Source: an optimization exercise on an open RTL-to-GDS flow (aim: small area, a short achievable clock period and few clock cycles per item). Production flows keep margins and buffers that such runs may drop. In this exercise RTL edits were held to simulation tests only and were not proved equivalent to the original.

--- flow/constraint.sdc ---
create_clock -name core_clock -period 9.0 [get_ports {clk}]
set_input_delay 1.8000 -clock core_clock [delete_from_list [all_inputs] [get_ports {clk}]]
set_output_delay 1.8000 -clock core_clock [all_outputs]
set_load 0.01 [all_outputs]
--- flow/flow/run.sh ---
#!/bin/bash
# The standard layout (standard.sh, which passes its arguments to ORFS's make), with
# these ORFS settings added or overridden on make's command line:
#   BUFFER_PORTS_ARGS=-buffer_cell sky130_fd_sc_hd__buf_1
#   SETUP_SLACK_MARGIN=5.15
# make's output goes to make.log; each ORFS step writes its own log under orfs/logs.
set -euo pipefail
bash standard.sh BUFFER_PORTS_ARGS=-buffer_cell\ sky130_fd_sc_hd__buf_1 SETUP_SLACK_MARGIN=5.15 finish > make.log 2>&1
--- flow/standard.sh ---
#!/bin/bash
# synth_recipe.tcl (not shown) runs the flow's synth.tcl, then flattens the netlist and writes it again
# the make line also repeats each setting of config.mk as NAME=value (left out here)
make -C /OpenROAD-flow-scripts/flow DESIGN_CONFIG=/design/flow/config.mk WORK_HOME=/design/flow/orfs CLKGATE_MAP_FILE= SYNTH_SCRIPT=/design/flow/synth_recipe.tcl "${@:-finish}"
--- flow/config.mk ---
export PLATFORM = sky130hd
export DESIGN_NAME = aes128_iter_encrypt
export DESIGN_NICKNAME = aes128_iter_encrypt
export VERILOG_FILES = /design/flow/design.v
export SDC_FILE = /design/flow/constraint.sdc
export NUM_CORES = 4
export LEC_CHECK = 0
export CAP_MARGIN = 20
export CORE_MARGIN = 2
export CORE_UTILIZATION = 45
export CTS_BUF_LIST = sky130_fd_sc_hd__clkbuf_8
export PLACE_DENSITY = 0.6
export SETUP_SLACK_MARGIN = 5
export SLEW_MARGIN = 20
export SYNTH_HIERARCHICAL = 1
export SYNTH_MINIMUM_KEEP_SIZE = 0
--- flow/design.v ---
module aes128_iter_encrypt #(
  parameter int Nb = 128,
  parameter int UNROLL = 1
) (
  input  logic          clk,
  input  logic          reset,
  input  logic          in_valid,
  output logic          in_ready,
  input  logic [Nb-1:0] plain_text,
  input  logic [Nb-1:0] round_key,
  output logic          out_valid,
  input  logic          out_ready,
  output logic [Nb-1:0] cipher_text,
  output logic          busy
);
  localparam int NR = 10;
  function automatic logic [7:0] rcon(input logic [3:0] r);
    rcon = r == 4'd9 ? 8'h1b : r == 4'd10 ? 8'h36 : 8'h01 << (r - 4'd1);
  endfunction
  logic [127:0] s2_y, s2_k, s1_k, ct_q;
  logic [207:0] s1_m;
  logic [15:0] s1_km;
  logic [3:0] s2_rnd, s1_rnd;
  logic s2_v, s1_v, ct_v, ir_q, busy_q, s2_mix;
  logic s1_fin, leave, stall, accept;
  logic s1_v_d, s2_v_d, ct_v_d;
  logic [3:0] s1_rnd_d, s2_rnd_d;
  assign s1_fin = s1_v && s1_rnd == 4'(NR - 1);
  assign leave = s1_fin && (!ct_v || out_ready);
  assign stall = s1_fin && ct_v && !out_ready;
  assign in_ready = ir_q;
  assign accept = in_valid && in_ready;
  assign out_valid = ct_v;
  assign cipher_text = ct_q;
  assign busy = busy_q;
  logic [207:0] a_m;
  logic [15:0] a_km;
  stage_a u_a (
    .y(s2_y), .k(s2_k), .mix(s2_mix),
    .m(a_m), .km(a_km));
  logic [127:0] b_y, b_k, b_ct, n_y, n_k;
  logic ins;
  stage_b u_b (
    .m(s1_m), .k(s1_k), .km(s1_km), .rc(rcon(s1_rnd + 4'd1)),
    .y(b_y), .nk(b_k), .ct(b_ct));
  assign ins = !(s1_v && !s1_fin);
  mxiv #(256) u_ins (.a({b_y, b_k}), .b({plain_text, round_key}), .s(ins), .y({n_y, n_k}));
  always_ff @(posedge clk) begin
    if (!stall) begin
      s1_m <= a_m;
      s1_k <= s2_k;
      s1_km <= a_km;
      s2_y <= n_y;
      s2_k <= n_k;
    end
    if (leave) ct_q <= b_ct;
  end
  always_comb begin
    s1_v_d = s1_v;
    s1_rnd_d = s1_rnd;
    s2_v_d = s2_v;
    s2_rnd_d = s2_rnd;
    if (!stall) begin
      s1_v_d = s2_v;
      s1_rnd_d = s2_rnd;
      s2_v_d = (s1_v && !s1_fin) || accept;
      s2_rnd_d = s1_v && !s1_fin ? s1_rnd + 4'd1 : 4'd0;
    end
    ct_v_d = leave || (ct_v && !out_ready);
  end
  always_ff @(posedge clk or negedge reset) begin
    if (!reset) begin
      s1_v <= 1'b0;
      s2_v <= 1'b0;
      s2_mix <= 1'b0;
      ct_v <= 1'b0;
      s1_rnd <= '0;
      s2_rnd <= '0;
      ir_q <= 1'b1;
      busy_q <= 1'b0;
    end else begin
      s1_v <= s1_v_d;
      s1_rnd <= s1_rnd_d;
      s2_v <= s2_v_d;
      s2_rnd <= s2_rnd_d;
      if (!stall) s2_mix <= s1_v && !s1_fin;
      ct_v <= ct_v_d;
      ir_q <= !s1_v_d || (s1_rnd_d == 4'(NR - 1) && !ct_v_d);
      busy_q <= s1_v_d || s2_v_d;
    end
  end
endmodule
module stage_a (
  input  logic [127:0] y,
  input  logic [127:0] k,
  input  logic         mix,
  output logic [207:0] m,
  output logic [15:0]  km
);
  logic [127:0] g, s, x;
  logic [31:0] kx;
  xv #(128) u_g (.a(y), .b(k), .y(g));
  for (genvar c = 0; c < 4; c++) begin : g_mc
    logic [7:0] d [4];
    logic [7:0] e [4];
    logic [7:0] f [4];
    logic [7:0] fn [4];
    logic [7:0] t;
    for (genvar i = 0; i < 4; i++) begin : g_d
      xv #(8) u_d (.a(y[127-32*c-8*i -: 8]), .b(y[127-32*c-8*((i+1)%4) -: 8]), .y(d[i]));
    end
    xv #(8) u_t (.a(d[0]), .b(d[2]), .y(t));
    for (genvar i = 0; i < 4; i++) begin : g_o
      assign e[i][0] = d[i][7];
      assign e[i][2] = d[i][1];
      assign e[i][7:5] = d[i][6:4];
      xr u_e1 (.a(d[i][0]), .b(d[i][7]), .y(e[i][1]));
      xr u_e3 (.a(d[i][2]), .b(d[i][7]), .y(e[i][3]));
      xr u_e4 (.a(d[i][3]), .b(d[i][7]), .y(e[i][4]));
      xv #(8) u_f (.a(e[i]), .b(t), .y(f[i]));
      for (genvar j = 0; j < 8; j++) begin : g_b
        nd u_n (.a(f[i][j]), .b(mix), .y(fn[i][j]));
        xn u_s (.a(g[127-32*c-8*i-7+j]), .b(fn[i][j]), .y(s[127-32*c-8*i-7+j]));
      end
    end
  end
  for (genvar i = 0; i < 16; i++) begin : g_sb
    assign x[127-8*i -: 8] = s[127-8*((i+4*(i%4))%16) -: 8];
    aes_sbox_a u_sa (.x(x[127-8*i -: 8]), .m(m[207-13*i -: 13]));
  end
  assign kx = {k[23:0], k[31:24]};
  for (genvar i = 0; i < 4; i++) begin : g_kb
    aes_sbox_akn u_ka (.x(kx[31-8*i -: 8]), .m(km[15-4*i -: 4]));
  end
endmodule
module stage_b (
  input  logic [207:0] m,
  input  logic [127:0] k,
  input  logic [15:0]  km,
  input  logic [7:0]   rc,
  output logic [127:0] y,
  output logic [127:0] nk,
  output logic [127:0] ct
);
  logic [31:0] sk, kx, p0, p1, p2, p3;
  for (genvar i = 0; i < 16; i++) begin : g_sb
    aes_sbox_b u_sb (.m(m[207-13*i -: 13]), .y(y[127-8*i -: 8]));
  end
  assign kx = {k[23:0], k[31:24]};
  for (genvar i = 0; i < 4; i++) begin : g_kb
    aes_sbox_bkn u_kb (.x(kx[31-8*i -: 8]), .m(km[15-4*i -: 4]), .y(sk[31-8*i -: 8]));
  end
  xv #(8) u_p0 (.a(k[127:120]), .b(rc), .y(p0[31:24]));
  assign p0[23:0] = k[119:96];
  xv #(32) u_p1 (.a(p0), .b(k[95:64]), .y(p1));
  xv #(32) u_p2 (.a(p1), .b(k[63:32]), .y(p2));
  xv #(32) u_p3 (.a(p2), .b(k[31:0]), .y(p3));
  xnv #(32) u_nk0 (.a(p0), .b(sk), .y(nk[127:96]));
  xv #(32) u_nk1 (.a(p1), .b(sk), .y(nk[95:64]));
  xnv #(32) u_nk2 (.a(p2), .b(sk), .y(nk[63:32]));
  xv #(32) u_nk3 (.a(p3), .b(sk), .y(nk[31:0]));
  xv #(128) u_ct (.a(y), .b(nk), .y(ct));
endmodule
module xv #(
  parameter int W = 8
) (
  input  logic [W-1:0] a,
  input  logic [W-1:0] b,
  output logic [W-1:0] y
);
  for (genvar i = 0; i < W; i++) begin : g
    xr u (.a(a[i]), .b(b[i]), .y(y[i]));
  end
endmodule
module xnv #(
  parameter int W = 8
) (
  input  logic [W-1:0] a,
  input  logic [W-1:0] b,
  output logic [W-1:0] y
);
  for (genvar i = 0; i < W; i++) begin : g
    xn u (.a(a[i]), .b(b[i]), .y(y[i]));
  end
endmodule
module mxiv #(
  parameter int W = 8
) (
  input  logic [W-1:0] a,
  input  logic [W-1:0] b,
  input  logic         s,
  output logic [W-1:0] y
);
  for (genvar i = 0; i < W; i++) begin : g
    mxi u (.a(a[i]), .b(b[i]), .s(s), .y(y[i]));
  end
endmodule
module aes_sbox_a (
  input  logic [7:0] x,
  output logic [12:0] m
);
  logic U0, U1, U2, U3, U4, U5, U6, U7;
  logic T4, T5, T7, T10, T11, T12, T13, T14, T16, T17, T18, T20, T21, T22, T23, T24, T26, T27, M1, M2, M3, M4, M5, M6, M7, M8, M9, M10, M11, M12, M13, M14, M15, M16, M17, M18;
  assign {U0, U1, U2, U3, U4, U5, U6, U7} = x;
  xr g_t1 (.a(U0), .b(U3), .y(m[7]));
  xr g_t2 (.a(U0), .b(U5), .y(m[6]));
  xr g_t3 (.a(U0), .b(U6), .y(m[5]));
  xr g_t4 (.a(U3), .b(U5), .y(T4));
  xr g_t5 (.a(U4), .b(U6), .y(T5));
  xr g_t6 (.a(m[7]), .b(T5), .y(m[4]));
  xr g_t7 (.a(U1), .b(U2), .y(T7));
  xr g_t8 (.a(U7), .b(m[4]), .y(m[3]));
  xr g_t9 (.a(U7), .b(T7), .y(m[2]));
  xr g_t10 (.a(m[4]), .b(T7), .y(T10));
  xr g_t11 (.a(U1), .b(U5), .y(T11));
  xr g_t12 (.a(U2), .b(U5), .y(T12));
  xr g_t13 (.a(m[5]), .b(T4), .y(T13));
  xr g_t14 (.a(m[4]), .b(T11), .y(T14));
  xr g_t15 (.a(T5), .b(T11), .y(m[1]));
  xr g_t16 (.a(T5), .b(T12), .y(T16));
  xr g_t17 (.a(m[2]), .b(T16), .y(T17));
  xr g_t18 (.a(U3), .b(U7), .y(T18));
  xr g_t19 (.a(T7), .b(T18), .y(m[0]));
  xr g_t20 (.a(m[7]), .b(m[0]), .y(T20));
  xr g_t21 (.a(U6), .b(U7), .y(T21));
  xr g_t22 (.a(T7), .b(T21), .y(T22));
  xr g_t23 (.a(m[6]), .b(T22), .y(T23));
  xr g_t24 (.a(m[6]), .b(T10), .y(T24));
  xr g_t25 (.a(T20), .b(T17), .y(m[8]));
  xr g_t26 (.a(m[5]), .b(T16), .y(T26));
  xr g_t27 (.a(m[7]), .b(T12), .y(T27));
  nd g_m1 (.a(T13), .b(m[4]), .y(M1));
  nd g_m2 (.a(T23), .b(m[3]), .y(M2));
  xn g_m3 (.a(T14), .b(M1), .y(M3));
  nd g_m4 (.a(m[0]), .b(U7), .y(M4));
  xr g_m5 (.a(M4), .b(M1), .y(M5));
  nd g_m6 (.a(m[5]), .b(T16), .y(M6));
  nd g_m7 (.a(T22), .b(m[2]), .y(M7));
  xn g_m8 (.a(T26), .b(M6), .y(M8));
  nd g_m9 (.a(T20), .b(T17), .y(M9));
  xr g_m10 (.a(M9), .b(M6), .y(M10));
  nd g_m11 (.a(m[7]), .b(m[1]), .y(M11));
  nd g_m12 (.a(T4), .b(T27), .y(M12));
  xr g_m13 (.a(M12), .b(M11), .y(M13));
  nd g_m14 (.a(m[6]), .b(T10), .y(M14));
  xr g_m15 (.a(M14), .b(M11), .y(M15));
  xn g_m16 (.a(M3), .b(M2), .y(M16));
  xr g_m17 (.a(M5), .b(T24), .y(M17));
  xn g_m18 (.a(M8), .b(M7), .y(M18));
  xr g_m19 (.a(M10), .b(M15), .y(m[12]));
  xr g_m20 (.a(M16), .b(M13), .y(m[11]));
  xr g_m21 (.a(M17), .b(M15), .y(m[10]));
  xr g_m22 (.a(M18), .b(M13), .y(m[9]));
endmodule
module aes_sbox_b (
  input  logic [12:0] m,
  output logic [7:0] y
);
  logic M19, M20, M21, M22, T25, T1, T2, T3, T6, T8, T9, T15, T19;
  logic T10, T20, T22, T23, T27, T4, U7, T13, T16, T17, M23, M24, M25, M26, M27, M28, M29, M30, M31, M32, M33, M34, M35, M36, M37, M38, M39, M40, M41, M42, M43, M44, M45, M46, M47, M48, M49, M50, M51, M52, M53, M54, M55, M56, M57, M58, M59, M60, M61, M62, M63, L0, L1, L2, L3, L4, L5, L6, L7, L8, L9, L10, L11, L12, L13, L14, L15, L16, L17, L18, L19, L20, L21, L22, L23, L24, L25, L26, L27, L28, L29;
  assign {M19, M20, M21, M22, T25, T1, T2, T3, T6, T8, T9, T15, T19} = m;
  xr g_t10 (.a(T8), .b(T9), .y(T10));
  xr g_t20 (.a(T1), .b(T19), .y(T20));
  xr g_t22 (.a(T3), .b(T20), .y(T22));
  xr g_t23 (.a(T2), .b(T22), .y(T23));
  xr g_t27 (.a(T15), .b(T10), .y(T27));
  xr g_t4 (.a(T1), .b(T2), .y(T4));
  xr g_u7 (.a(T6), .b(T8), .y(U7));
  xr g_t13 (.a(T3), .b(T4), .y(T13));
  xr g_t16 (.a(T6), .b(T27), .y(T16));
  xr g_t17 (.a(T9), .b(T16), .y(T17));
  xr g_m23 (.a(M19), .b(T25), .y(M23));
  xn g_m24 (.a(M22), .b(M23), .y(M24));
  nd g_m25 (.a(M22), .b(M20), .y(M25));
  xr g_m26 (.a(M21), .b(M25), .y(M26));
  xn g_m27 (.a(M20), .b(M21), .y(M27));
  xr g_m28 (.a(M23), .b(M25), .y(M28));
  nr g_m29 (.a(M28), .b(M27), .y(M29));
  nr g_m30 (.a(M26), .b(M24), .y(M30));
  nd g_m31 (.a(M20), .b(M23), .y(M31));
  nr g_m32 (.a(M27), .b(M31), .y(M32));
  xr g_m33 (.a(M27), .b(M25), .y(M33));
  nd g_m34 (.a(M21), .b(M22), .y(M34));
  nr g_m35 (.a(M24), .b(M34), .y(M35));
  xr g_m36 (.a(M24), .b(M25), .y(M36));
  xr g_m37 (.a(M21), .b(M29), .y(M37));
  xr g_m38 (.a(M32), .b(M33), .y(M38));
  xr g_m39 (.a(M23), .b(M30), .y(M39));
  xr g_m40 (.a(M35), .b(M36), .y(M40));
  xr g_m41 (.a(M38), .b(M40), .y(M41));
  xr g_m42 (.a(M37), .b(M39), .y(M42));
  xr g_m43 (.a(M37), .b(M38), .y(M43));
  xr g_m44 (.a(M39), .b(M40), .y(M44));
  xr g_m45 (.a(M42), .b(M41), .y(M45));
  nd g_m46 (.a(M44), .b(T6), .y(M46));
  nd g_m47 (.a(M40), .b(T8), .y(M47));
  nd g_m48 (.a(M39), .b(U7), .y(M48));
  nd g_m49 (.a(M43), .b(T16), .y(M49));
  nd g_m50 (.a(M38), .b(T9), .y(M50));
  nd g_m51 (.a(M37), .b(T17), .y(M51));
  nd g_m52 (.a(M42), .b(T15), .y(M52));
  nd g_m53 (.a(M45), .b(T27), .y(M53));
  nd g_m54 (.a(M41), .b(T10), .y(M54));
  nd g_m55 (.a(M44), .b(T13), .y(M55));
  nd g_m56 (.a(M40), .b(T23), .y(M56));
  nd g_m57 (.a(M39), .b(T19), .y(M57));
  nd g_m58 (.a(M43), .b(T3), .y(M58));
  nd g_m59 (.a(M38), .b(T22), .y(M59));
  nd g_m60 (.a(M37), .b(T20), .y(M60));
  nd g_m61 (.a(M42), .b(T1), .y(M61));
  nd g_m62 (.a(M45), .b(T4), .y(M62));
  nd g_m63 (.a(M41), .b(T2), .y(M63));
  xr g_l0 (.a(M61), .b(M62), .y(L0));
  xr g_l1 (.a(M50), .b(M56), .y(L1));
  xr g_l2 (.a(M46), .b(M48), .y(L2));
  xr g_l3 (.a(M47), .b(M55), .y(L3));
  xr g_l4 (.a(M54), .b(M58), .y(L4));
  xr g_l5 (.a(M49), .b(M61), .y(L5));
  xn g_l6 (.a(M62), .b(L5), .y(L6));
  xn g_l7 (.a(M46), .b(L3), .y(L7));
  xr g_l8 (.a(M51), .b(M59), .y(L8));
  xr g_l9 (.a(M52), .b(M53), .y(L9));
  xn g_l10 (.a(M53), .b(L4), .y(L10));
  xn g_l11 (.a(M60), .b(L2), .y(L11));
  xr g_l12 (.a(M48), .b(M51), .y(L12));
  xn g_l13 (.a(M50), .b(L0), .y(L13));
  xr g_l14 (.a(M52), .b(M61), .y(L14));
  xn g_l15 (.a(M55), .b(L1), .y(L15));
  xn g_l16 (.a(M56), .b(L0), .y(L16));
  xn g_l17 (.a(M57), .b(L1), .y(L17));
  xn g_l18 (.a(M58), .b(L8), .y(L18));
  xn g_l19 (.a(M63), .b(L4), .y(L19));
  xr g_l20 (.a(L0), .b(L1), .y(L20));
  xr g_l21 (.a(L1), .b(L7), .y(L21));
  xr g_l22 (.a(L3), .b(L12), .y(L22));
  xr g_l23 (.a(L18), .b(L2), .y(L23));
  xr g_l24 (.a(L15), .b(L9), .y(L24));
  xr g_l25 (.a(L6), .b(L10), .y(L25));
  xr g_l26 (.a(L7), .b(L9), .y(L26));
  xr g_l27 (.a(L8), .b(L10), .y(L27));
  xr g_l28 (.a(L11), .b(L14), .y(L28));
  xr g_l29 (.a(L11), .b(L17), .y(L29));
  xr g_s0 (.a(L6), .b(L24), .y(y[7]));
  xn g_s1 (.a(L16), .b(L26), .y(y[6]));
  xn g_s2 (.a(L19), .b(L28), .y(y[5]));
  xr g_s3 (.a(L6), .b(L21), .y(y[4]));
  xr g_s4 (.a(L20), .b(L22), .y(y[3]));
  xr g_s5 (.a(L25), .b(L29), .y(y[2]));
  xn g_s6 (.a(L13), .b(L27), .y(y[1]));
  xn g_s7 (.a(L6), .b(L23), .y(y[0]));
endmodule
module aes_sbox_akn (
  input  logic [7:0] x,
  output logic [3:0] m
);
  logic U0, U1, U2, U3, U4, U5, U6, U7;
  logic T1, T2, T3, T4, T5, T6, T7, T8, T9, T10, T11, T12, T13, T14, T15, T16, T17, T18, T19, T20, T21, T22, T23, T24, T25, T26, T27, M1, M2, M3, M4, M5, M6, M7, M8, M9, M10, M11, M12, M13, M14, M15, M16, M17, M18, M19;
  assign {U0, U1, U2, U3, U4, U5, U6, U7} = x;
  xr g_t1 (.a(U0), .b(U3), .y(T1));
  xr g_t2 (.a(U0), .b(U5), .y(T2));
  xr g_t3 (.a(U0), .b(U6), .y(T3));
  xr g_t4 (.a(U3), .b(U5), .y(T4));
  xr g_t5 (.a(U4), .b(U6), .y(T5));
  xr g_t6 (.a(T1), .b(T5), .y(T6));
  xr g_t7 (.a(U1), .b(U2), .y(T7));
  xn g_t8 (.a(U7), .b(T6), .y(T8));
  xn g_t9 (.a(U7), .b(T7), .y(T9));
  xr g_t10 (.a(T6), .b(T7), .y(T10));
  xr g_t11 (.a(U1), .b(U5), .y(T11));
  xr g_t12 (.a(U2), .b(U5), .y(T12));
  xr g_t13 (.a(T3), .b(T4), .y(T13));
  xr g_t14 (.a(T6), .b(T11), .y(T14));
  xr g_t15 (.a(T5), .b(T11), .y(T15));
  xr g_t16 (.a(T5), .b(T12), .y(T16));
  xr g_t17 (.a(T9), .b(T16), .y(T17));
  xr g_t18 (.a(U3), .b(U7), .y(T18));
  xn g_t19 (.a(T7), .b(T18), .y(T19));
  xn g_t20 (.a(T1), .b(T19), .y(T20));
  xr g_t21 (.a(U6), .b(U7), .y(T21));
  xr g_t22 (.a(T7), .b(T21), .y(T22));
  xr g_t23 (.a(T2), .b(T22), .y(T23));
  xr g_t24 (.a(T2), .b(T10), .y(T24));
  xr g_t25 (.a(T20), .b(T17), .y(T25));
  xr g_t26 (.a(T3), .b(T16), .y(T26));
  xr g_t27 (.a(T1), .b(T12), .y(T27));
  nd g_m1 (.a(T13), .b(T6), .y(M1));
  nd g_m2 (.a(T23), .b(T8), .y(M2));
  xn g_m3 (.a(T14), .b(M1), .y(M3));
  nr g_m4 (.a(T19), .b(U7), .y(M4));
  xn g_m5 (.a(M4), .b(M1), .y(M5));
  nd g_m6 (.a(T3), .b(T16), .y(M6));
  nd g_m7 (.a(T22), .b(T9), .y(M7));
  xn g_m8 (.a(T26), .b(M6), .y(M8));
  nd g_m9 (.a(T20), .b(T17), .y(M9));
  xr g_m10 (.a(M9), .b(M6), .y(M10));
  nd g_m11 (.a(T1), .b(T15), .y(M11));
  nd g_m12 (.a(T4), .b(T27), .y(M12));
  xr g_m13 (.a(M12), .b(M11), .y(M13));
  nd g_m14 (.a(T2), .b(T10), .y(M14));
  xr g_m15 (.a(M14), .b(M11), .y(M15));
  xn g_m16 (.a(M3), .b(M2), .y(M16));
  xr g_m17 (.a(M5), .b(T24), .y(M17));
  xn g_m18 (.a(M8), .b(M7), .y(M18));
  xr g_m19 (.a(M10), .b(M15), .y(M19));
  xr g_m20 (.a(M16), .b(M13), .y(m[3]));
  xr g_m21 (.a(M17), .b(M15), .y(m[2]));
  xr g_m22 (.a(M18), .b(M13), .y(m[1]));
  xr g_m23 (.a(M19), .b(T25), .y(m[0]));
endmodule
module aes_sbox_bkn (
  input  logic [7:0] x,
  input  logic [3:0] m,
  output logic [7:0] y
);
  logic U0, U1, U2, U3, U4, U5, U6, U7;
  logic M20, M21, M22, M23;
  logic T1, T2, T3, T4, T5, T6, T7, T8, T9, T10, T11, T12, T13, T15, T16, T17, T18, T19, T20, T21, T22, T23, T27, M24, M25, M26, M27, M28, M29, M30, M31, M32, M33, M34, M35, M36, M37, M38, M39, M40, M41, M42, M43, M44, M45, M46, M47, M48, M49, M50, M51, M52, M53, M54, M55, M56, M57, M58, M59, M60, M61, M62, M63, L0, L1, L2, L3, L4, L5, L6, L7, L8, L9, L10, L11, L12, L13, L14, L15, L16, L17, L18, L19, L20, L21, L22, L23, L24, L25, L26, L27, L28, L29;
  assign {U0, U1, U2, U3, U4, U5, U6, U7} = x;
  assign {M20, M21, M22, M23} = m;
  xr g_t1 (.a(U0), .b(U3), .y(T1));
  xr g_t2 (.a(U0), .b(U5), .y(T2));
  xr g_t3 (.a(U0), .b(U6), .y(T3));
  xr g_t4 (.a(U3), .b(U5), .y(T4));
  xr g_t5 (.a(U4), .b(U6), .y(T5));
  xr g_t6 (.a(T1), .b(T5), .y(T6));
  xr g_t7 (.a(U1), .b(U2), .y(T7));
  xn g_t8 (.a(U7), .b(T6), .y(T8));
  xn g_t9 (.a(U7), .b(T7), .y(T9));
  xr g_t10 (.a(T6), .b(T7), .y(T10));
  xr g_t11 (.a(U1), .b(U5), .y(T11));
  xr g_t12 (.a(U2), .b(U5), .y(T12));
  xr g_t13 (.a(T3), .b(T4), .y(T13));
  xr g_t15 (.a(T5), .b(T11), .y(T15));
  xr g_t16 (.a(T5), .b(T12), .y(T16));
  xr g_t17 (.a(T9), .b(T16), .y(T17));
  xr g_t18 (.a(U3), .b(U7), .y(T18));
  xn g_t19 (.a(T7), .b(T18), .y(T19));
  xn g_t20 (.a(T1), .b(T19), .y(T20));
  xr g_t21 (.a(U6), .b(U7), .y(T21));
  xr g_t22 (.a(T7), .b(T21), .y(T22));
  xr g_t23 (.a(T2), .b(T22), .y(T23));
  xr g_t27 (.a(T1), .b(T12), .y(T27));
  xn g_m24 (.a(M22), .b(M23), .y(M24));
  nd g_m25 (.a(M22), .b(M20), .y(M25));
  xr g_m26 (.a(M21), .b(M25), .y(M26));
  xn g_m27 (.a(M20), .b(M21), .y(M27));
  xr g_m28 (.a(M23), .b(M25), .y(M28));
  nr g_m29 (.a(M28), .b(M27), .y(M29));
  nr g_m30 (.a(M26), .b(M24), .y(M30));
  nd g_m31 (.a(M20), .b(M23), .y(M31));
  nr g_m32 (.a(M27), .b(M31), .y(M32));
  xr g_m33 (.a(M27), .b(M25), .y(M33));
  nd g_m34 (.a(M21), .b(M22), .y(M34));
  nr g_m35 (.a(M24), .b(M34), .y(M35));
  xr g_m36 (.a(M24), .b(M25), .y(M36));
  xr g_m37 (.a(M21), .b(M29), .y(M37));
  xr g_m38 (.a(M32), .b(M33), .y(M38));
  xn g_m39 (.a(M23), .b(M30), .y(M39));
  xr g_m40 (.a(M35), .b(M36), .y(M40));
  xr g_m41 (.a(M38), .b(M40), .y(M41));
  xn g_m42 (.a(M37), .b(M39), .y(M42));
  xr g_m43 (.a(M37), .b(M38), .y(M43));
  xn g_m44 (.a(M39), .b(M40), .y(M44));
  xr g_m45 (.a(M42), .b(M41), .y(M45));
  nd g_m46 (.a(M44), .b(T6), .y(M46));
  nd g_m47 (.a(M40), .b(T8), .y(M47));
  nr g_m48 (.a(M39), .b(U7), .y(M48));
  nd g_m49 (.a(M43), .b(T16), .y(M49));
  nd g_m50 (.a(M38), .b(T9), .y(M50));
  nd g_m51 (.a(M37), .b(T17), .y(M51));
  nd g_m52 (.a(M42), .b(T15), .y(M52));
  nd g_m53 (.a(M45), .b(T27), .y(M53));
  nd g_m54 (.a(M41), .b(T10), .y(M54));
  nd g_m55 (.a(M44), .b(T13), .y(M55));
  nd g_m56 (.a(M40), .b(T23), .y(M56));
  nr g_m57 (.a(M39), .b(T19), .y(M57));
  nd g_m58 (.a(M43), .b(T3), .y(M58));
  nd g_m59 (.a(M38), .b(T22), .y(M59));
  nd g_m60 (.a(M37), .b(T20), .y(M60));
  nd g_m61 (.a(M42), .b(T1), .y(M61));
  nd g_m62 (.a(M45), .b(T4), .y(M62));
  nd g_m63 (.a(M41), .b(T2), .y(M63));
  xr g_l0 (.a(M61), .b(M62), .y(L0));
  xr g_l1 (.a(M50), .b(M56), .y(L1));
  xn g_l2 (.a(M46), .b(M48), .y(L2));
  xr g_l3 (.a(M47), .b(M55), .y(L3));
  xr g_l4 (.a(M54), .b(M58), .y(L4));
  xr g_l5 (.a(M49), .b(M61), .y(L5));
  xn g_l6 (.a(M62), .b(L5), .y(L6));
  xn g_l7 (.a(M46), .b(L3), .y(L7));
  xr g_l8 (.a(M51), .b(M59), .y(L8));
  xr g_l9 (.a(M52), .b(M53), .y(L9));
  xn g_l10 (.a(M53), .b(L4), .y(L10));
  xn g_l11 (.a(M60), .b(L2), .y(L11));
  xn g_l12 (.a(M48), .b(M51), .y(L12));
  xn g_l13 (.a(M50), .b(L0), .y(L13));
  xr g_l14 (.a(M52), .b(M61), .y(L14));
  xn g_l15 (.a(M55), .b(L1), .y(L15));
  xn g_l16 (.a(M56), .b(L0), .y(L16));
  xr g_l17 (.a(M57), .b(L1), .y(L17));
  xn g_l18 (.a(M58), .b(L8), .y(L18));
  xn g_l19 (.a(M63), .b(L4), .y(L19));
  xr g_l20 (.a(L0), .b(L1), .y(L20));
  xr g_l21 (.a(L1), .b(L7), .y(L21));
  xr g_l22 (.a(L3), .b(L12), .y(L22));
  xr g_l23 (.a(L18), .b(L2), .y(L23));
  xr g_l24 (.a(L15), .b(L9), .y(L24));
  xr g_l25 (.a(L6), .b(L10), .y(L25));
  xr g_l26 (.a(L7), .b(L9), .y(L26));
  xr g_l27 (.a(L8), .b(L10), .y(L27));
  xr g_l28 (.a(L11), .b(L14), .y(L28));
  xr g_l29 (.a(L11), .b(L17), .y(L29));
  xr g_s0 (.a(L6), .b(L24), .y(y[7]));
  xn g_s1 (.a(L16), .b(L26), .y(y[6]));
  xn g_s2 (.a(L19), .b(L28), .y(y[5]));
  xr g_s3 (.a(L6), .b(L21), .y(y[4]));
  xr g_s4 (.a(L20), .b(L22), .y(y[3]));
  xr g_s5 (.a(L25), .b(L29), .y(y[2]));
  xn g_s6 (.a(L13), .b(L27), .y(y[1]));
  xn g_s7 (.a(L6), .b(L23), .y(y[0]));
endmodule
module xr (input logic a, input logic b, output logic y);
  assign y = a ^ b;
endmodule
module xn (input logic a, input logic b, output logic y);
  assign y = ~(a ^ b);
endmodule
module nd (input logic a, input logic b, output logic y);
  assign y = ~(a & b);
endmodule
module nr (input logic a, input logic b, output logic y);
  assign y = ~(a | b);
endmodule
module mxi (input logic a, input logic b, input logic s, output logic y);
  assign y = ~(s ? b : a);
endmodule
==> flow_metrics.tcl, run 1 <==
set metrics [dict create \
    syn_area_per_cell_sq_um 11.2 \
    syn_to_final_growth_pct 20.5 \
    critPathLaunchType "register" \
    tightest_slew_ns 1.06 \
    ant_nets 0 \
    fin_skew_ns 0.0389 \
    hold_ws_ns 0.452 \
    routed_wl_um 171000 \
    route.detailed.drc 0 \
    cts_buffers 143 \
    critPathRequiredTime_ns 9.59 \
    clk_pin_slew_ns 0.06 \
    hold_viol 0 \
    slowest_delay_ns 0.58 \
    synthesis.area_sq_um 55600 \
    final_area_sq_um 67000 \
    viasPerCell 4.98 \
    yosysWarningCount 28 \
    synth_edf_count 736 \
    fin_util 0.549 \
    grt-ovfl-total 0 \
    synthFlopType "edfxtp_1" \
    syn_inst 4975 \
    drt_iter0_drc 2798 \
    num_rows 128 \
    period_minus_slack_ns 3.81 \
    rsz0062_at_grt "yes" \
    placed_area_sq_um 59400 \
    clock-root-buffer "clkbuf_8" \
    grt_pass1_vias 36800 \
    clk_latency_ns 0.88 \
    dr.max_layer_used "met5" \
    synth_cell_type_count 40 \
    io_pins 391 \
    wl_met3_um 10700 \
    final_max_slew_viol_count 0 \
    stdcell_count 7347 \
    grt_pass1_wl_um 240000 \
    slowest_stage "edfxtp_1" \
    synth.most_common_cell "xor2_1" \
    worstPathCellList "xor2_2 -> xor2_2 -> xor2_1 -> nand2_1 -> xnor2_2 -> xor2_1 -> xor2_1 -> xor2_1 -> nand2_1 -> xor2_1 -> xor2_1" \
    route.vias.total 36600 \
    portBuffers 390 \
    start_util 0.455 \
    synthTopCellsByCount "xor2_1, edfxtp_1, nand2_1" \
    seq_area_sq_um 22500 \
    cts_tree "done" \
    drive_above_1_share 0.135 \
    synthesis.nets 5242 \
    htree_levels 4 \
    cts_max_path_buffers 3 \
    die_x_um 356 \
    min_path_type "reg -> reg" \
    synth_top_area_share 0.397 \
    end_kind "register" \
    wl_met2_um 81100 \
    multiInputGateArea_sq_um 37300 \
    antenna_found_initial 6 \
    dieHeight_um 356 \
    setup_viol 0 \
    crit_arrival_ns 4.40 \
    core_sq_um 122000 \
    cts.sinks 750 \
    dr.pass1.iters 5 \
    post-dp-hpwl_um 133000 \
    setup_tns_ns 0 \
    ys_seq_area_frac 0.404 \
    async_flop_share 0.0187 \
    maxSlewHeadroom 0.293 \
    fillers 10600 \
    route.layer.met1.wl_um 73000 \
    grt_use_total 0.263 \
    routedWlPerCell_um 23.3 \
    dp.cells 7010 \
    crit_fanout 4 \
    synth_seq_cells 750 \
    synth_area_leaders "edfxtp_1, xor2_1, xnor2_1" \
    yosysTopAreaCell "edfxtp_1" \
    cpMostUsedCell "xor2_1" \
    run_status "complete, no violations" \
    dieArea_sq_um 126000 \
    critPathKind "reg -> reg" \
    place.gp.congestion 0.925 \
    grt_max_degree 119 \
    finalCritPeriodShare 0.423 \
    layout.nets 5887 \
    maxCapViolCount 0 \
    fmax_ghz 0.263 \
]
-- per-module statistics from Yosys, one instance, submodules excluded, a selection --
module,cell area (sq um),times used,flops+latches
xr,8.76,2440,0
mxi,10.0,256,0
nd,3.75,716,0
xn,8.76,644,0
aes128_iter_encrypt,23000,1,750
nr,3.75,92,0
-- kinds of logic (layout without fill, tap and decap cells) --
| kind of cell | count (synthesis) | count (layout) | share of synthesized area |
|---|---|---|---|
| compound gates | 24 | 24 | 0.00304 |
| xor+xnor | 3086 | 3086 | 0.486 |
| fa+ha+maj | 7 | 7 | 0.00157 |
| buf+inv | 7 | 752 | 0.000495 |
| flops | 750 | 750 | 0.404 |
| mux | 259 | 259 | 0.0467 |
| other cells | 0 | 2 | 0 |
| simple gates | 842 | 842 | 0.0585 |
-- placed cells by master (no fill, tap or decap), types with 3 or more instances in the layout --
cell type / n
buf_12: 16
inv_1: 39
edfxtp_1: 736
ha_1: 7
inv_8: 3
o21ai_1: 10
xor2_4: 38
nor2_1: 93
xor2_1: 2130
dfrtp_1: 10
xnor2_2: 111
clkinv_2: 16
xnor2_4: 27
mux2i_1: 250
clkinvlp_4: 10
a21oi_1: 3
xnor2_1: 507
buf_1: 390
buf_4: 90
nand2_2: 4
mux2i_2: 5
bufinv_16: 6
nand2_1: 726
clkbuf_8: 145
xor2_2: 273
clkinv_1: 29
-- timing repair --
item	in CTS	in global routing
resized for setup	228	307
setup buffers	25	64
cloned	1	0
pin swaps	16	50
hold buffers	0	0
endpoints found under the setup margin	395	384
-- state kept, by name, summed over array words and instances (netlist names) --
signal and cells:
s2_mix 1, ct_q 128, s2_y 128, s2_k 128, ir_q 1, s2_rnd 4, s1_k 128, busy_q 1
s1_km 16, s1_rnd 4, s1_m 208, s1_v 1, s2_v 1, ct_v 1
-- layer usage --
| metal | GRT usage | vias up |
|---|---|---|
| li1 | - | 17200 |
| met1 | 0.349 | 18000 |
| met2 | 0.426 | 1144 |
| met3 | 0.0457 | 244 |
| met4 | 0.107 | 2 |
| met5 | 0 | - |
-- layout make-up --
cell class / instances / share of cell area
antenna: 2 / 0.0000747
tap: 1625 / 0.0303
inverter: 6 / 0.000971
clock buffer: 145 / 0.0298
timing repair inverter: 1 / 0.000243
clock inverter: 100 / 0.00922
timing repair buffer: 500 / 0.0377
sequential: 750 / 0.335
multi-input combinational: 4218 / 0.557
-- worst paths after layout --
check | startpoint | to | slack, ns | depth (start not counted)
min in group asynchronous | reset | s2_rnd[2]$_DFFE_PN0N_ | 0.99 | 1
worst max-delay path | s2_y[122]$_DFFE_PN_ | s1_m[207]$_DFFE_PN_ | 5.19 | 11
worst max register to register | s2_y[122]$_DFFE_PN_ | s1_m[207]$_DFFE_PN_ | 5.19 | 11
max in group asynchronous | reset | s2_mix$_DFFE_PN0N_ | 7.44 | 1
worst min-delay path | s2_k[48]$_DFFE_PN_ | s1_k[48]$_DFFE_PN_ | 0.45 | 0
worst min register to register | s2_k[48]$_DFFE_PN_ | s1_k[48]$_DFFE_PN_ | 0.45 | 0
-- metrics by stage --
stage          setup WS, ns
6_report               5.19
4_1_cts                5.06
5_1_grt                5.06
2_1_floorplan          4.68
3_3_place_gp           4.06
3_5_place_dp           4.00
-- worst max-delay path, delay by kind of cell (launching register included) --
family,cells,cell delay (ns)
DFF,1,0.58
xor gates and xnor gates,9,2.60
and+or+nand+nor,2,0.34
Testbench counts, summed over its fixed seeds: cycles 8,040, items 800.
==> run 2: changes to the inputs <==
==> flow/flow/run.sh (replaced) <==
#!/bin/bash
# The standard layout (standard.sh, which passes its arguments to ORFS's make), with
# these ORFS settings added or overridden on make's command line:
#   BUFFER_PORTS_ARGS=-buffer_cell sky130_fd_sc_hd__buf_1
#   SETUP_SLACK_MARGIN=5.1
# make's output goes to make.log; each ORFS step writes its own log under orfs/logs.
set -euo pipefail
bash standard.sh BUFFER_PORTS_ARGS=-buffer_cell\ sky130_fd_sc_hd__buf_1 SETUP_SLACK_MARGIN=5.1 finish > make.log 2>&1
==> flow_metrics.tcl, run 2 <==
set metrics [dict create \
    run_status "complete, no violations" \
    dieHeight_um 356 \
    end_kind "register" \
    route.detailed.drc 0 \
    start_util 0.455 \
    dr.pass1.iters 5 \
    synth_simple_gate_area_frac 0.0585 \
    dieArea_sq_um 126000 \
    cts_tree "done" \
    maxCapViolCount 0 \
    synth_compound_area_frac 0.00304 \
    io_pins 391 \
    final_max_slew_viol_count 0 \
    wl_met2_um 80400 \
    drive_above_1_share 0.121 \
    synth-adder-area-share 0.00157 \
    min_delay_path_depth 0 \
    postCtsHoldBufs 0 \
    hold_ws_ns 0.453 \
    async_flop_share 0.0187 \
    r2r_end "ct_q[27]$_DFFE_PP_" \
    r2r_slack_ns 5.16 \
    synth_top_family_by_area "XOR/XNOR gates" \
    syn_area_per_cell_sq_um 11.2 \
    wl_met3_um 10400 \
    num_rows 128 \
    multiInputGateArea_sq_um 36600 \
    rr_startpoint "s1_rnd[0]$_DFF_PN0_" \
    grt_max_degree 119 \
    worstPathCellList "inv_1 -> ha_1 -> nor3b_1 -> mux2_2 -> a31o_1 -> xor2_2 -> xor2_2 -> xor2_2 -> xor2_1 -> xor2_2 -> buf_4 -> xor2_1" \
    die_x_um 356 \
    synth_top_area_share 0.397 \
    cpMostUsedCell "xor2_2" \
    ant_nets 0 \
    synth_area_leaders "edfxtp_1, xor2_1, xnor2_1" \
    portBuffers 390 \
    yosysWarningCount 28 \
    cts_max_path_buffers 3 \
    grt_use_total 0.262 \
    htree_levels 4 \
    route.layer.met1.wl_um 73200 \
    yosysTopAreaCell "edfxtp_1" \
    synth_cell_type_count 40 \
    fin_skew_ns 0.0407 \
    core_sq_um 122000 \
    crit_fanout 12 \
    routed_wl_um 170000 \
    critPathKind "reg -> reg" \
    clk_pin_slew_ns 0.06 \
    final_common_cell "xor2_1" \
    hold_viol 0 \
    cts_buffers 143 \
    layout.nets 5871 \
    min-delay-start "s2_k[48]$_DFFE_PN_" \
    place.gp.congestion 0.925 \
    rr_worst_depth 12 \
    final_cell_mix "xor2_1, edfxtp_1, nand2_1, xnor2_1, buf_1" \
    synth-xor-area-share 0.486 \
    post-dp-hpwl_um 133000 \
    clock-root-buffer "clkbuf_8" \
    fin_util 0.541 \
    grt_pass1_vias 36600 \
    rsz0062_at_grt "yes" \
    synthFlopType "edfxtp_1" \
    holdPathEnd "s1_k[48]$_DFFE_PN_" \
    clk_latency_ns 0.89 \
    muxShareOfSynthArea 0.0467 \
    grt_pass1_wl_um 239000 \
    largest_reg_flops 208 \
    min_path_type "reg -> reg" \
    seq_area_sq_um 22500 \
    slowest_stage "dfrtp_2" \
    synthesis.area_sq_um 55600 \
    dr.max_layer_used "met4" \
    fillers 10800 \
    slowest_delay_ns 0.47 \
    synth.most_common_cell "xor2_1" \
    grt-ovfl-total 0 \
    synth_seq_cells 750 \
    route.vias.total 36400 \
    antenna_found_initial 5 \
    viasPerCell 4.97 \
    period_minus_slack_ns 3.84 \
    syn_to_final_growth_pct 18.8 \
    setup_tns_ns 0 \
    maxSlewHeadroom 0.289 \
    critPathLaunchType "register" \
    synth_edf_count 736 \
    synthesis.nets 5242 \
    crit_arrival_ns 4.46 \
    finalCritPeriodShare 0.427 \
    routedWlPerCell_um 23.2 \
    top_register "s1_m" \
    cts.sinks 750 \
    critPathRequiredTime_ns 9.62 \
    synthTopCellsByCount "xor2_1, edfxtp_1, nand2_1" \
    syn_inst 4975 \
    place_ws_ns 4.00 \
    setup_slack_ns 5.16 \
    setup_viol 0 \
    fmax_ghz 0.260 \
    ys_seq_area_frac 0.404 \
    drt_iter0_drc 2651 \
    tightest_slew_ns 1.07 \
]
==> run 2: cell counts after synthesis <==
No cell type changed its count.
==> run 2: worst max-delay path by stage <==
stage / startpoint / to / slack (ns) / cells past startpoint
CTS: s1_km[0]$_DFFE_PN_ / s2_k[7]$_DFFE_PN_ / 4.86 / 11
finish: s1_rnd[0]$_DFF_PN0_ / ct_q[27]$_DFFE_PP_ / 5.16 / 12
global placement: out_ready / s2_k[73]$_DFFE_PN_ / 4.06 / 6
global route: s1_km[0]$_DFFE_PN_ / ct_q[32]$_DFFE_PP_ / 4.98 / 11
floorplan: out_ready / ct_q[0]$_DFFE_PP_ / 4.68 / 2
detailed placement: out_ready / s2_k[73]$_DFFE_PN_ / 4.00 / 6
==> run 2: critical path: cells and delay by family, from the launching register on <==
family                   cells  cell delay [ns]
XOR/XNOR                     6             1.53
flip-flops                   1             0.47
multiplexers                 1             0.39
adder cells (fa/ha/maj)      1             0.37
buffers and inverters        2             0.29
AO/OA/AOI/OAI                1             0.29
AND/OR/NAND/NOR              1             0.21
==> run 2: Yosys stat by module, one instance, submodules excluded, excerpt <==
module	cells inside	cell area [sq um]
aes128_iter_encrypt	827	23000
mxi	1	10.0
nd	1	3.75
nr	1	3.75
xn	1	8.76
xr	1	8.76
==> run 2: routing by layer <==
layer	vias up	global-route usage
met5	-	0
met4	0	0.102
met3	236	0.0459
met2	1091	0.426
met1	17900	0.348
li1	17200	-
==> run 2: per-stage QoR <==
stage / instance area, sq um / instances
5_1_grt: 66100 / 7330
3_3_place_gp: 59300 / 7009
3_5_place_dp: 59400 / 7010
6_report: 66100 / 7330
2_1_floorplan: 55600 / 4975
4_1_cts: 63600 / 7274
==> run 2: repair_timing <==
action,CTS,global route
setup endpoints to repair,369,371
cloned,1,0
buffers inserted,18,55
resized for setup,185,259
pin swaps,10,38
==> run 2: logic make-up (layout without fill, tap and decap cells) <==
| family | after synthesis | after routing |
|---|---|---|
| AOI/OAI and AO/OA | 24 | 24 |
| xor gates and xnor gates | 3086 | 3086 |
| adders and majority gates | 7 | 7 |
| buffers and inverters | 7 | 736 |
| DFF | 750 | 750 |
| muxes | 259 | 259 |
| other | 0 | 1 |
| and+or+nand+nor | 842 | 842 |
==> run 2: final cells by class <==
class / count / share of cell area
multi-input cells: 4218 / 0.553
flip-flops and latches: 750 / 0.340
repair buffers: 484 / 0.0353
well taps: 1625 / 0.0308
clock buffers: 145 / 0.0302
clock inverters: 100 / 0.00935
inverters: 6 / 0.000984
repair inverters: 1 / 0.000246
diodes: 1 / 0.0000379
==> run 3: changes to the inputs <==
--- a/flow/config.mk
+++ b/flow/config.mk
@@ -8,7 +8,7 @@
 export CAP_MARGIN = 20
 export CORE_MARGIN = 2
-export CORE_UTILIZATION = 45
+export CORE_UTILIZATION = 55
 export CTS_BUF_LIST = sky130_fd_sc_hd__clkbuf_8
-export PLACE_DENSITY = 0.6
+export PLACE_DENSITY = 0.75
 export SETUP_SLACK_MARGIN = 5
 export SLEW_MARGIN = 20
==> flow_metrics.tcl, run 3 <==
set metrics [dict create \
    synthesis.area_sq_um 55600 \
    setup_tns_ns 0 \
    grt-ovfl-total 0 \
    critPathRequiredTime_ns 9.56 \
    synthesis.nets 5242 \
    syn_area_per_cell_sq_um 11.2 \
    synth_top_area_share 0.397 \
    cts.sinks 750 \
    yosysWarningCount 28 \
    critPathKind "reg -> reg" \
    core_sq_um 100000 \
    slowest_delay_ns 0.61 \
    synthTopCellsByCount "xor2_1, edfxtp_1, nand2_1" \
    worstPathCellList "xor2_1 -> xor2_1 -> xor2_2 -> nand2_1 -> xnor2_2 -> xor2_2 -> xor2_2 -> xor2_1 -> nand2_1 -> xor2_1 -> xor2_1" \
    run_status "complete, no violations" \
    cts_tree "done" \
    fillers 7822 \
    cts_buffers 137 \
    hold_viol 0 \
    min_path_type "reg -> reg" \
    rsz0062_at_grt "yes" \
    cts_max_path_buffers 3 \
    drt_iter0_drc 3260 \
    syn_to_final_growth_pct 16.9 \
    cp.buffers_inverters 0 \
    maxCapViolCount 0 \
    ant_nets 0 \
    grt_max_degree 295 \
    synth_cell_type_count 40 \
    crit_arrival_ns 4.48 \
    period_minus_slack_ns 3.92 \
    route.detailed.drc 0 \
    synth_seq_cells 750 \
    clk_pin_slew_ns 0.06 \
    maxSlewHeadroom 0.310 \
    clk_latency_ns 0.84 \
    synthFlopType "edfxtp_1" \
    setup_slack_ns 5.08 \
    routedWlPerCell_um 22.8 \
    io_pins 391 \
    cp_top_family "XOR/XNOR gates" \
    final_max_slew_viol_count 0 \
    grt_pass1_vias 36900 \
    htree_levels 4 \
    final_common_cell "xor2_1" \
    dieHeight_um 322 \
    synth.most_common_cell "xor2_1" \
    drive_above_1_share 0.107 \
    yosysTopAreaCell "edfxtp_1" \
    num_rows 116 \
    antenna_found_initial 2 \
    clock-root-buffer "clkbuf_8" \
    dieArea_sq_um 104000 \
    grt_pass1_wl_um 226000 \
    final_cell_mix "xor2_1, edfxtp_1, nand2_1, xnor2_1, buf_1" \
    place_ws_ns 4.31 \
    fin_skew_ns 0.0423 \
    stdcell_count 6977 \
    crit_fanout 5 \
    post-dp-hpwl_um 122000 \
    ys_seq_area_frac 0.404 \
    dp.cells 6681 \
    slowest_stage "edfxtp_1" \
    start_util 0.555 \
    cp.depth 11 \
    async_flop_share 0.0187 \
    route.vias.total 37200 \
    cpMostUsedCell "xor2_1" \
    die_x_um 322 \
    critPathLaunchType "register" \
    syn_inst 4975 \
    finalCritPeriodShare 0.436 \
    seq_area_sq_um 22500 \
    layout.nets 5838 \
    multiInputGateArea_sq_um 36000 \
    grt_use_total 0.297 \
    largest_reg_flops 208 \
    rr_worst_depth 11 \
    min_delay_path_depth 1 \
    setup_viol 0 \
    viasPerCell 5.33 \
    place.gp.congestion 0.996 \
    tightest_slew_ns 1.04 \
    top_register "s1_m" \
    synth_edf_count 736 \
    dr.pass1.iters 5 \
    fmax_ghz 0.255 \
    end_kind "register" \
    portBuffers 390 \
    routed_wl_um 159000 \
    synth_area_leaders "edfxtp_1, xor2_1, xnor2_1" \
    fin_util 0.649 \
]
## run 3: area by class of cell
type                            instances  share of cell area
Antenna cell                            2           0.0000770
Clock inverter                        101              0.0107
Tap cell                             1298              0.0250
Timing Repair Buffer                  457              0.0326
Multi-Input combinational cell       4218               0.554
Timing Repair inverter                  1            0.000173
Sequential cell                       750               0.346
Inverter                                6             0.00116
Clock buffer                          144              0.0305
## run 3: routing by layer
metal  vias to the layer above  routed length, um  GRT usage
li1                      17200                  -          -
met1                     18300              65600      0.393
met2                      1464              74600      0.484
met3                       287              10900     0.0412
met4                         0               7950      0.139
met5                         -                  0          0
## run 3: cell families after synthesis
| family | after synthesis | synth area share |
|---|---|---|
| buf+inv | 7 | 0.000495 |
| flops | 750 | 0.404 |
| compound gates | 24 | 0.00304 |
| mux | 259 | 0.0467 |
| simple gates | 842 | 0.0585 |
| fa+ha+maj | 7 | 0.00157 |
| xor+xnor | 3086 | 0.486 |
## run 3: what timing repair did
| action | in CTS | in global routing |
|---|---|---|
| cloned | 0 | 1 |
| pin swaps | 3 | 31 |
| buffers inserted | 6 | 42 |
| endpoints found under the setup margin | 239 | 617 |
| gates resized for setup | 146 | 228 |
| hold buffers | 0 | 0 |
## run 3: worst paths after layout
kind,start,to,slack [ns]
min reg2reg,s2_rnd[2]$_DFFE_PN0N_,ir_q$_DFF_PN1_,0.45
min,s2_rnd[2]$_DFFE_PN0N_,ir_q$_DFF_PN1_,0.45
max in group asynchronous,reset,s2_mix$_DFFE_PN0N_,7.43
max,s2_y[104]$_DFFE_PN_,s1_m[75]$_DFFE_PN_,5.08
min in group asynchronous,reset,s2_v$_DFF_PN0_,1.01
max reg2reg,s2_y[104]$_DFFE_PN_,s1_m[75]$_DFFE_PN_,5.08
## run 3: through the flow
stage / hold WS [ns] / instance area [sq um]
after floorplan: 0.412 / 55600
after global placement: 0.449 / 58900
after detailed placement: 0.440 / 58900
after CTS: 0.445 / 62800
after global routing: 0.475 / 65000
final: 0.449 / 65000
## run 3: worst reg2reg max path: stages, from the launching register on
cell and delay (ns):
edfxtp_1 0.61, xor2_1 0.42, xor2_1 0.30, xor2_2 0.39
nand2_1 0.17, xnor2_2 0.36, xor2_2 0.32, xor2_2 0.33
xor2_1 0.28, nand2_1 0.12, xor2_1 0.27, xor2_1 0.10
## run 3: modules after synthesis (local to each module, per instance), a selection
module               flip-flops and latches  times used  cells
xn                                        0         644      1
xr                                        0        2440      1
aes128_iter_encrypt                     750           1    827
nd                                        0         716      1
mxi                                       0         256      1
nr                                        0          92      1
==> run 4: changes to the inputs <==
--- a/flow/config.mk
+++ b/flow/config.mk
@@ -6,9 +6,10 @@
 export NUM_CORES = 4
 export LEC_CHECK = 0
+export ABC_AREA = 1
 export CAP_MARGIN = 20
 export CORE_MARGIN = 2
-export CORE_UTILIZATION = 55
+export CORE_UTILIZATION = 40
 export CTS_BUF_LIST = sky130_fd_sc_hd__clkbuf_8
-export PLACE_DENSITY = 0.75
+export PLACE_DENSITY = 0.5
 export SETUP_SLACK_MARGIN = 5
 export SLEW_MARGIN = 20
==> flow_metrics.tcl, run 4 <==
set metrics [dict create \
    crit_arrival_ns 4.27 \
    start_util 0.403 \
    rr_startpoint "s1_km[13]$_DFFE_PN_" \
    syn_area_per_cell_sq_um 4.82 \
    viasPerCell 4.00 \
    core_sq_um 223000 \
    end_kind "register" \
    finalCritPeriodShare 0.400 \
    route.vias.total 89300 \
    post-dp-hpwl_um 234000 \
    r2r_end "ct_q[56]$_DFFE_PP_" \
    routed_wl_um 290000 \
    tightest_slew_ns 1.08 \
    setup_viol 0 \
    synth_cell_type_count 19 \
    dr.pass1.iters 6 \
    num_rows 173 \
    antenna_found_initial 15 \
    min_path_type "reg -> reg" \
    final_common_cell "nand2_1" \
    maxCapViolCount 0 \
    final_cell_mix "nand2_1, inv_1, edfxtp_1, buf_1, clkbuf_8" \
    synth.most_common_cell "nand2_1" \
    die_x_um 477 \
    synthesis.area_sq_um 89700 \
    syn_inst 18600 \
    synth_top_area_share 0.451 \
    ys_seq_area_frac 0.250 \
    r2r_slack_ns 5.40 \
    cts_tree "done" \
    clock-root-buffer "clkbuf_8" \
    ant_nets 0 \
    top_register "s1_m" \
    layout.nets 19500 \
    syn_to_final_growth_pct 10.0 \
    portBuffers 390 \
    fillers 25200 \
    cts.sinks 750 \
    rsz0062_at_grt "yes" \
    crit_end "ct_q[56]$_DFFE_PP_" \
    grt_max_degree 160 \
    cp-startpoint "s1_km[13]$_DFFE_PN_" \
    largest_reg_flops 208 \
    crit_fanout 8 \
    synth_seq_cells 750 \
    hold_ws_ns 0.458 \
    setup_tns_ns 0 \
    yosysWarningCount 28 \
    rr_worst_depth 26 \
    critPathRequiredTime_ns 9.67 \
    period_minus_slack_ns 3.60 \
    drive_above_1_share 0.0179 \
    synth_edf_count 736 \
    routedWlPerCell_um 13.0 \
    cpMostUsedCell "nand2_1" \
    critPathKind "reg -> reg" \
    fin_skew_ns 0.0797 \
    cts_max_path_buffers 3 \
    grt-ovfl-total 0 \
    slowest_stage "edfxtp_1" \
    maxSlewHeadroom 0.283 \
    clk_pin_slew_ns 0.06 \
    cts_buffers 159 \
    postCtsHoldBufs 0 \
    synth_area_leaders "nand2_1, inv_1, edfxtp_1" \
    grt_pass1_vias 74500 \
    critPathLaunchType "register" \
    slowest_delay_ns 0.44 \
    fmax_ghz 0.278 \
    clk_latency_ns 0.97 \
    route.detailed.drc 0 \
    dieHeight_um 477 \
    grt_use_total 0.251 \
    yosysTopAreaCell "nand2_1" \
    io_pins 391 \
    hold_viol 0 \
    async_flop_share 0.0187 \
    synthesis.nets 18900 \
    synthTopCellsByCount "nand2_1, inv_1, edfxtp_1" \
    final_max_slew_viol_count 0 \
    drt_iter0_drc 6402 \
    run_status "complete, no violations" \
    place.gp.congestion 0.885 \
    dieArea_sq_um 228000 \
    grt_pass1_wl_um 436000 \
    synthFlopType "edfxtp_1" \
    htree_levels 4 \
]
## run 4: per-module statistics from Yosys, one instance, submodules excluded, a selection
module	cells	times used
aes128_iter_encrypt	856	1
mxi	6	256
nd	1	716
nr	1	92
xn	5	644
xr	5	2440
## run 4: metal layers
| metal | up-vias | track usage | routed length [um] |
|---|---|---|---|
| met5 | - | 0 | 23 |
| met4 | 4 | 0.0631 | 7530 |
| met3 | 256 | 0.0285 | 12400 |
| met2 | 1238 | 0.408 | 126000 |
| met1 | 36700 | 0.351 | 144000 |
| li1 | 51100 | - | - |
## run 4: final cells by class
cell class              instances  area [sq um]  share of cell area
repair buffers                441          1990              0.0202
diodes                          2          5.00           0.0000507
flip-flops and latches        750         22500               0.228
well taps                    2975          3720              0.0377
clock inverters               125           800             0.00811
inverters                    6955         26100               0.265
multi-input cells           10900         41300               0.419
clock buffers                 160          2200              0.0223
## run 4: worst max-delay path, delay by kind of cell, from the launching register on
family	cells	cell delay, ns
and+or+nand+nor	19	2.38
buffers and inverters	7	0.50
DFF	1	0.44
## run 4: metrics by stage
stage                     setup slack [ns]  utilization  instance area, sq um  instances
after floorplan                       4.87            -                 89700      18600
after global placement                4.55        0.427                 95100      22000
after detailed placement              4.56        0.427                 95100      22000
after CTS                             5.15        0.441                 98100      22300
after global routing                  5.08        0.443                 98600      22300
final                                 5.40        0.443                 98600      22300
## run 4: repair_timing
action,CTS,global route
resized for setup,2,82
buffers inserted,2,32
setup endpoints to repair,4,252
## run 4: worst min-delay path by stage
stage | startpoint | endpoint | slack, ns | cells after the start
finish | s2_rnd[0]$_DFFE_PN0N_ | s1_rnd[0]$_DFF_PN0_ | 0.46 | 2
global route | s2_k[45]$_DFFE_PN_ | s1_k[45]$_DFFE_PN_ | 0.48 | 0
CTS | s2_rnd[0]$_DFFE_PN0N_ | s1_rnd[0]$_DFF_PN0_ | 0.45 | 2
detailed placement | s2_k[45]$_DFFE_PN_ | s1_k[45]$_DFFE_PN_ | 0.46 | 0
global placement | s2_k[45]$_DFFE_PN_ | s1_k[45]$_DFFE_PN_ | 0.46 | 0
floorplan | s2_v$_DFF_PN0_ | busy_q$_DFF_PN0_ | 0.45 | 2
## run 4: cell families after synthesis
family                   count (synthesis)  share of synthesized area
flip-flops                             750                      0.250
adder cells (fa/ha/maj)                  7                   0.000977
AO/OA/AOI/OAI                            8                   0.000461
buffers and inverters                 6957                      0.291
AND/OR/NAND/NOR                      10900                      0.457
==> run 5: changes to the inputs <==
--- a/flow/config.mk
+++ b/flow/config.mk
@@ -6,5 +6,4 @@
 export NUM_CORES = 4
 export LEC_CHECK = 0
-export ABC_AREA = 1
 export CAP_MARGIN = 20
 export CORE_MARGIN = 2
==> flow_metrics.tcl, run 5 <==
set metrics [dict create \
    grtUsageMet3 0.0366 \
    yosysTopAreaCell "edfxtp_1" \
    critPathRequiredTime_ns 9.63 \
    synth_edf_count 736 \
    grt-ovfl-total 0 \
    synth_top_area_share 0.397 \
    clock-root-buffer "clkbuf_8" \
    seq_area_sq_um 22500 \
    rsz0062_at_grt "yes" \
    grt_use_total 0.248 \
    largest_reg_flops 208 \
    met1_usage 0.332 \
    rr_worst_depth 11 \
    top_usage_layer "met2" \
    dr.pass1.iters 5 \
    crit_fanout 5 \
    grt_max_degree 223 \
    min_path_type "reg -> reg" \
    synthesis.nets 5242 \
    clk_latency_ns 0.91 \
    synth_area_leaders "edfxtp_1, xor2_1, xnor2_1" \
    cts_buffers 147 \
    tightest_slew_ns 1.24 \
    stdcell_count 7510 \
    synth.most_common_cell "xor2_1" \
    dp.cells 7180 \
    final_max_slew_viol_count 0 \
    synthFlopType "edfxtp_1" \
    async_flop_share 0.0187 \
    critPathKind "reg -> reg" \
    hold_viol 0 \
    maxCapViolCount 0 \
    setup_tns_ns 0 \
    cts_tree "done" \
    route.vias.total 36300 \
    antenna_found_initial 6 \
    fin_skew_ns 0.0602 \
    cts.sinks 750 \
    layout.nets 5866 \
    grt_use_met2 0.412 \
    grt_pass1_wl_um 252000 \
    yosysWarningCount 28 \
    fillers 12700 \
    crit_arrival_ns 4.45 \
    critPathLaunchType "register" \
    routedWlPerCell_um 24.0 \
    setup_viol 0 \
    place.gp.congestion 0.888 \
    final_common_cell "xor2_1" \
    dieHeight_um 377 \
    min_delay_path_depth 0 \
    num_rows 136 \
    synth_cell_type_count 40 \
    syn_area_per_cell_sq_um 11.2 \
    finalCritPeriodShare 0.425 \
    start_util 0.404 \
    r2r_slack_ns 5.18 \
    synthesis.area_sq_um 55600 \
    fmax_ghz 0.262 \
    postCtsHoldBufs 0 \
    holdPathEnd "s1_k[118]$_DFFE_PN_" \
    route.detailed.drc 0 \
    end_kind "register" \
    min-delay-start "s2_k[118]$_DFFE_PN_" \
    clk_pin_slew_ns 0.06 \
    run_status "complete, no violations" \
    ant_nets 0 \
    synth_seq_cells 750 \
    dieArea_sq_um 142000 \
    syn_inst 4975 \
    drt_iter0_drc 2403 \
    ys_seq_area_frac 0.404 \
    r2r_end "s1_m[75]$_DFFE_PN_" \
    rr_startpoint "s2_y[103]$_DFFE_PN_" \
    synthTopCellsByCount "xor2_1, edfxtp_1, nand2_1" \
    cts_max_path_buffers 3 \
    maxSlewHeadroom 0.176 \
    viasPerCell 4.84 \
    final_cell_mix "xor2_1, edfxtp_1, nand2_1, xnor2_1, buf_1" \
    post-dp-hpwl_um 141000 \
    routed_wl_um 180000 \
    grt_pass1_vias 36900 \
    top_register "s1_m" \
    core_sq_um 138000 \
    multiInputGateArea_sq_um 36800 \
    portBuffers 390 \
    syn_to_final_growth_pct 19.8 \
    die_x_um 377 \
    period_minus_slack_ns 3.82 \
    htree_levels 4 \
    drive_above_1_share 0.118 \
    io_pins 391 \
]
## run 5: changes by cell type in the layout (fill, tap and decap cells not counted), moves of 32 or more
cell	change
xnor2_4	+35
nand2_1	-9968
mux2i_1	+256
inv_1	-6941
xor2_4	+32
nand2_2	-72
xor2_2	+213
xnor2_2	+100
xor2_1	+2196
xnor2_1	+510
## run 5: critical path, stage by stage, from the launching register on
cell	delay, ns
edfxtp_1	0.54
xor2_4	0.39
xor2_1	0.29
xor2_2	0.40
nand2_1	0.18
xnor2_2	0.34
xor2_2	0.32
xor2_2	0.34
xor2_1	0.25
xor2_1	0.19
xor2_1	0.19
xor2_1	0.09
## run 5: worst max path at each step
stage	startpoint	to	slack, ns	cells past startpoint
floorplan	out_ready	ct_q[0]$_DFFE_PP_	4.68	2
global placement	out_ready	s1_m[180]$_DFFE_PN_	4.41	5
detailed placement	out_ready	s1_m[180]$_DFFE_PN_	4.41	5
CTS	s2_y[20]$_DFFE_PN_	s1_m[88]$_DFFE_PN_	5.02	11
global route	s2_y[103]$_DFFE_PN_	s1_m[75]$_DFFE_PN_	5.05	11
finish	s2_y[103]$_DFFE_PN_	s1_m[75]$_DFFE_PN_	5.18	11
## run 5: cells by family after synthesis
logic type | Yosys count | share of synthesized area
DFF | 750 | 0.404
buffers and inverters | 7 | 0.000495
xor gates and xnor gates | 3086 | 0.486
muxes | 259 | 0.0467
and+or+nand+nor | 842 | 0.0585
AOI/OAI and AO/OA | 24 | 0.00304
adders and majority gates | 7 | 0.00157
## run 5: per-stage QoR
stage | util | setup slack (ns) | instance area, sq um | hold WS, ns
6_report | 0.484 | 5.18 | 66600 | 0.454
5_1_grt | 0.484 | 5.05 | 66600 | 0.461
3_3_place_gp | 0.433 | 4.41 | 59600 | 0.455
4_1_cts | 0.466 | 5.02 | 64100 | 0.445
2_1_floorplan | - | 4.68 | 55600 | 0.412
3_5_place_dp | 0.433 | 4.41 | 59600 | 0.458
## run 5: final cells by class
class	instances	share of cell area
well taps	1794	0.0337
multi-input cells	4218	0.552
clock inverters	115	0.0103
repair buffers	475	0.0349
flip-flops and latches	750	0.337
clock buffers	149	0.0308
diodes	2	0.0000751
inverters	6	0.000977
repair inverters	1	0.000169
## run 5: what timing repair did
item	in CTS	in global routing
cloned	0	1
resized for setup	202	248
buffers inserted	17	46
pin swaps	10	35
setup endpoints to repair	246	610
## run 5: per-module statistics from Yosys (local to each module, per instance), excerpt
| module | times used | flip-flops and latches | cells inside |
|---|---|---|---|
| nd | 716 | 0 | 1 |
| nr | 92 | 0 | 1 |
| xr | 2440 | 0 | 1 |
| xn | 644 | 0 | 1 |
| aes128_iter_encrypt | 1 | 750 | 827 |
| mxi | 256 | 0 | 1 |
## run 5: layer usage
layer  share of wire  up-vias
met3           0.045      230
met1            0.44    18000
li1                -    17200
met2            0.48      862
met5               0        -
met4           0.033        0

[port drivers added, routing unchanged]
No port has a modelled driver above. Below, the same layouts with a new extraction and two added sets of constraints.
Step 1 assumes that a clkbuf_16 drives the clock port and a buf_2 every other input.
Step 2 also shifts input and output timing later by t, the mid clock arrival at the registers, as if the neighbouring blocks saw the same clock.
Slacks: no drivers / after step 1 / after step 2; pairs: no drivers / after step 1.
run	shift t [ns]	slack for setup (ns)	worst setup path after step 2	clock arrival spread, ns	pins driven straight from the clock port
run 1	0.936	5.193 / 5.193 / 4.531	input to register	0.045 / 0.045	1
run 2	0.945	5.161 / 5.161 / 4.325	input to register	0.044 / 0.044	1
run 3	0.897	5.080 / 5.080 / 4.752	input to register	0.045 / 0.044	1
run 4	1.026	5.402 / 5.402 / 4.547	input to register	0.082 / 0.081	1
run 5	0.961	5.177 / 5.177 / 4.566	input to register	0.062 / 0.062	1
After both steps setup and hold are still met in every run listed. The setup slack of run 4, which loses most, moves by 0.000 ns with the drivers and by -0.855 ns with both steps.
